Source: an optimization exercise on an open RTL-to-GDS flow (aim: small area, a short achievable clock period and few clock cycles per item). Production flows keep margins and buffers that such runs may drop. In this exercise RTL edits were held to simulation tests only and were not proved equivalent to the original. Power and IR drop assume default switching activity.

## branch_detect_top
module branch_detect_top (
  input  logic                 w_BranchFifoFire_1,
  input  logic                 rstn,
  input  logic                 i_pkt_valid,
  input  logic [511:0]         i_pkt_inst,
  input  logic [31:0]          i_pkt_pc,
  output logic                 o_pkt_ready,
  output logic                 o_grf_req,
  output logic [4:0]           o_grf_rs1,
  output logic [4:0]           o_grf_rs2,
  input  logic                 i_grf_valid,
  input  logic [31:0]          i_grf_l,
  input  logic [31:0]          i_grf_r,
  output logic                 o_byp_req,
  output logic [3:0]           o_byp_dep_l,
  output logic [3:0]           o_byp_dep_r,
  input  logic                 i_byp_valid,
  input  logic [31:0]          i_byp_l,
  input  logic [31:0]          i_byp_r,
  output logic                 o_issue_valid,
  output logic [511:0]         o_issue_inst,
  output logic [15:0]          o_issue_mask,
  output logic                 o_redirect_valid,
  output logic [31:0]          o_redirect_pc,
  input  logic                 i_issue_ready
);
Size in the first run: roughly 3000 cells after synthesis, ~720 flip-flops, roughly 36000 µm² of cells after synthesis.
export LEC_CHECK = 0
export CAP_MARGIN = 20
export CORE_AREA = 10 10 450 450
export DIE_AREA = 0 0 460 460
export SETUP_SLACK_MARGIN = 2.0
export SLEW_MARGIN = 20
create_clock -name core_clock -period 5.5 [get_ports {w_BranchFifoFire_1}]
standard.sh (not shown) runs the stock make flow with config.mk's settings and CLKGATE_MAP_FILE= SYNTH_SCRIPT=/design/flow/synth_recipe.tcl, a recipe that flattens the netlist after the stock synthesis.
==> flow/flow/run.sh <==
#!/bin/bash
set -euo pipefail
cd "$(dirname "${BASH_SOURCE[0]}")/.."
export BUFFER_PORTS_ARGS="-buffer_cell sky130_fd_sc_hd__buf_1"
export CTS_ARGS="-sink_clustering_enable -repair_clock_nets -dont_use_dummy_load -buf_list sky130_fd_sc_hd__clkbuf_8"
bash standard.sh > standard_flow.log 2>&1
Testbench counts at the start, summed over its fixed seeds: cycles 24,708, packets 2,400.
Change:
==> flow/flow/run.sh (replaced) <==
#!/bin/bash
set -euo pipefail
cd "$(dirname "${BASH_SOURCE[0]}")/.."
export BUFFER_PORTS_ARGS="-buffer_cell sky130_fd_sc_hd__buf_1"
export CTS_ARGS="-sink_clustering_enable -repair_clock_nets -dont_use_dummy_load -buf_list sky130_fd_sc_hd__clkbuf_8 -sink_clustering_size 12 -sink_clustering_max_diameter 60"
bash standard.sh > standard_flow.log 2>&1
--- a/flow/config.mk
+++ b/flow/config.mk
@@ -9,4 +9,4 @@
 export CORE_AREA = 10 10 450 450
 export DIE_AREA = 0 0 460 460
-export SETUP_SLACK_MARGIN = 2.0
+export SETUP_SLACK_MARGIN = 2.4
 export SLEW_MARGIN = 20
=>
- non-clock buffer count increases by 152
- wire length went up by 4.5%
- cell area rises by 7.0%
- setup slack gets better by 0.38 ns
- first-iteration DRC count increases by 11%
- utilization came out higher by 1.7 points
- clock skew climbs by 0.028 ns
Change:
--- a/flow/config.mk
+++ b/flow/config.mk
@@ -9,4 +9,4 @@
 export CORE_AREA = 10 10 450 450
 export DIE_AREA = 0 0 460 460
-export SETUP_SLACK_MARGIN = 2.4
+export SETUP_SLACK_MARGIN = 2.3
 export SLEW_MARGIN = 20
=> The new run completed without violations. Register-to-register slack is worse by 0.14 ns. Combinational power falls by about a fifth. Flip-flop and latch count is unchanged. Clock skew came out higher by 0.0083 ns. Count of clock-buffer cells in the layout rises by 2. Design area goes down by a few percent. Cell count shrinks slightly. Non-clock buffer count fell by 70. Die area is unchanged. Global-route usage came out lower by 0.57 points. Via count goes down slightly.
Change:
--- a/flow/config.mk
+++ b/flow/config.mk
@@ -9,4 +9,5 @@
 export CORE_AREA = 10 10 450 450
 export DIE_AREA = 0 0 460 460
-export SETUP_SLACK_MARGIN = 2.3
+export PLACE_DENSITY = 0.7
+export SETUP_SLACK_MARGIN = 2.2
 export SLEW_MARGIN = 20
Result:
- The new run completed with no timing, DRC or antenna violations
- final area came out lower by 2.1%
- wire length came out lower by 0.36%
- global-route usage came out lower by 0.13 points
- clock skew came out higher by 0.014 ns
- utilization came out lower by 0.53 points
Change:
==> flow/flow/run.sh (replaced) <==
#!/bin/bash
set -euo pipefail
cd "$(dirname "${BASH_SOURCE[0]}")/.."
export BUFFER_PORTS_ARGS="-buffer_cell sky130_fd_sc_hd__buf_1"
export CTS_ARGS="-sink_clustering_enable -repair_clock_nets -dont_use_dummy_load -buf_list sky130_fd_sc_hd__clkbuf_8"
bash standard.sh > standard_flow.log 2>&1
--- a/flow/config.mk
+++ b/flow/config.mk
@@ -9,5 +9,4 @@
 export CORE_AREA = 10 10 450 450
 export DIE_AREA = 0 0 460 460
-export PLACE_DENSITY = 0.7
-export SETUP_SLACK_MARGIN = 2.2
+export SETUP_SLACK_MARGIN = 2.3
 export SLEW_MARGIN = 20
=>
- core utilization came out higher by 0.68 points
- cell count came out higher by 1.1%
- wire length hardly moves
- combinational power came out higher by about 5%
- sequential power came out lower by about 0.9%
- fmax hardly moves
- worst setup slack is about the same
- die area is unchanged

## afterwards: timing with drivers on the ports
In the flow no input, the clock included, has a driving cell. The finished layouts below were timed again as built, in two steps. Step 1 (the two cells are an assumption about what drives the block):
set clk [get_ports {w_BranchFifoFire_1}]
set_driving_cell -lib_cell sky130_fd_sc_hd__clkbuf_16 $clk
set_driving_cell -lib_cell sky130_fd_sc_hd__buf_2 [delete_from_list [all_inputs] $clk]
Step 2 also shifts input and output timing later by t, the mid clock arrival at the registers, as if the neighbouring blocks saw the same clock. a / b / c = ideal ports / drivers / drivers and shift; a / b = the first two.
run | t (ns) | slack for setup (ns) | latest minus earliest clock arrival (ns) | pins driven straight from the clock port
the first run | 0.947 | 2.012 / 2.031 / 1.091 | 0.100 / 0.100 | 1
the second run | 0.914 | 2.397 / 2.348 / 1.520 | 0.132 / 0.132 | 1
the third run | 0.929 | 2.239 / 2.258 / 1.365 | 0.130 / 0.130 | 1
the fourth run | 0.886 | 2.251 / 2.219 / 1.515 | 0.160 / 0.160 | 1
the fifth run | 0.933 | 2.253 / 2.253 / 1.410 | 0.121 / 0.121 | 1
After both steps setup and hold are still met in every run listed. The setup slack of the first run, which loses most, moves by +0.019 ns with the drivers and by -0.921 ns with both steps.
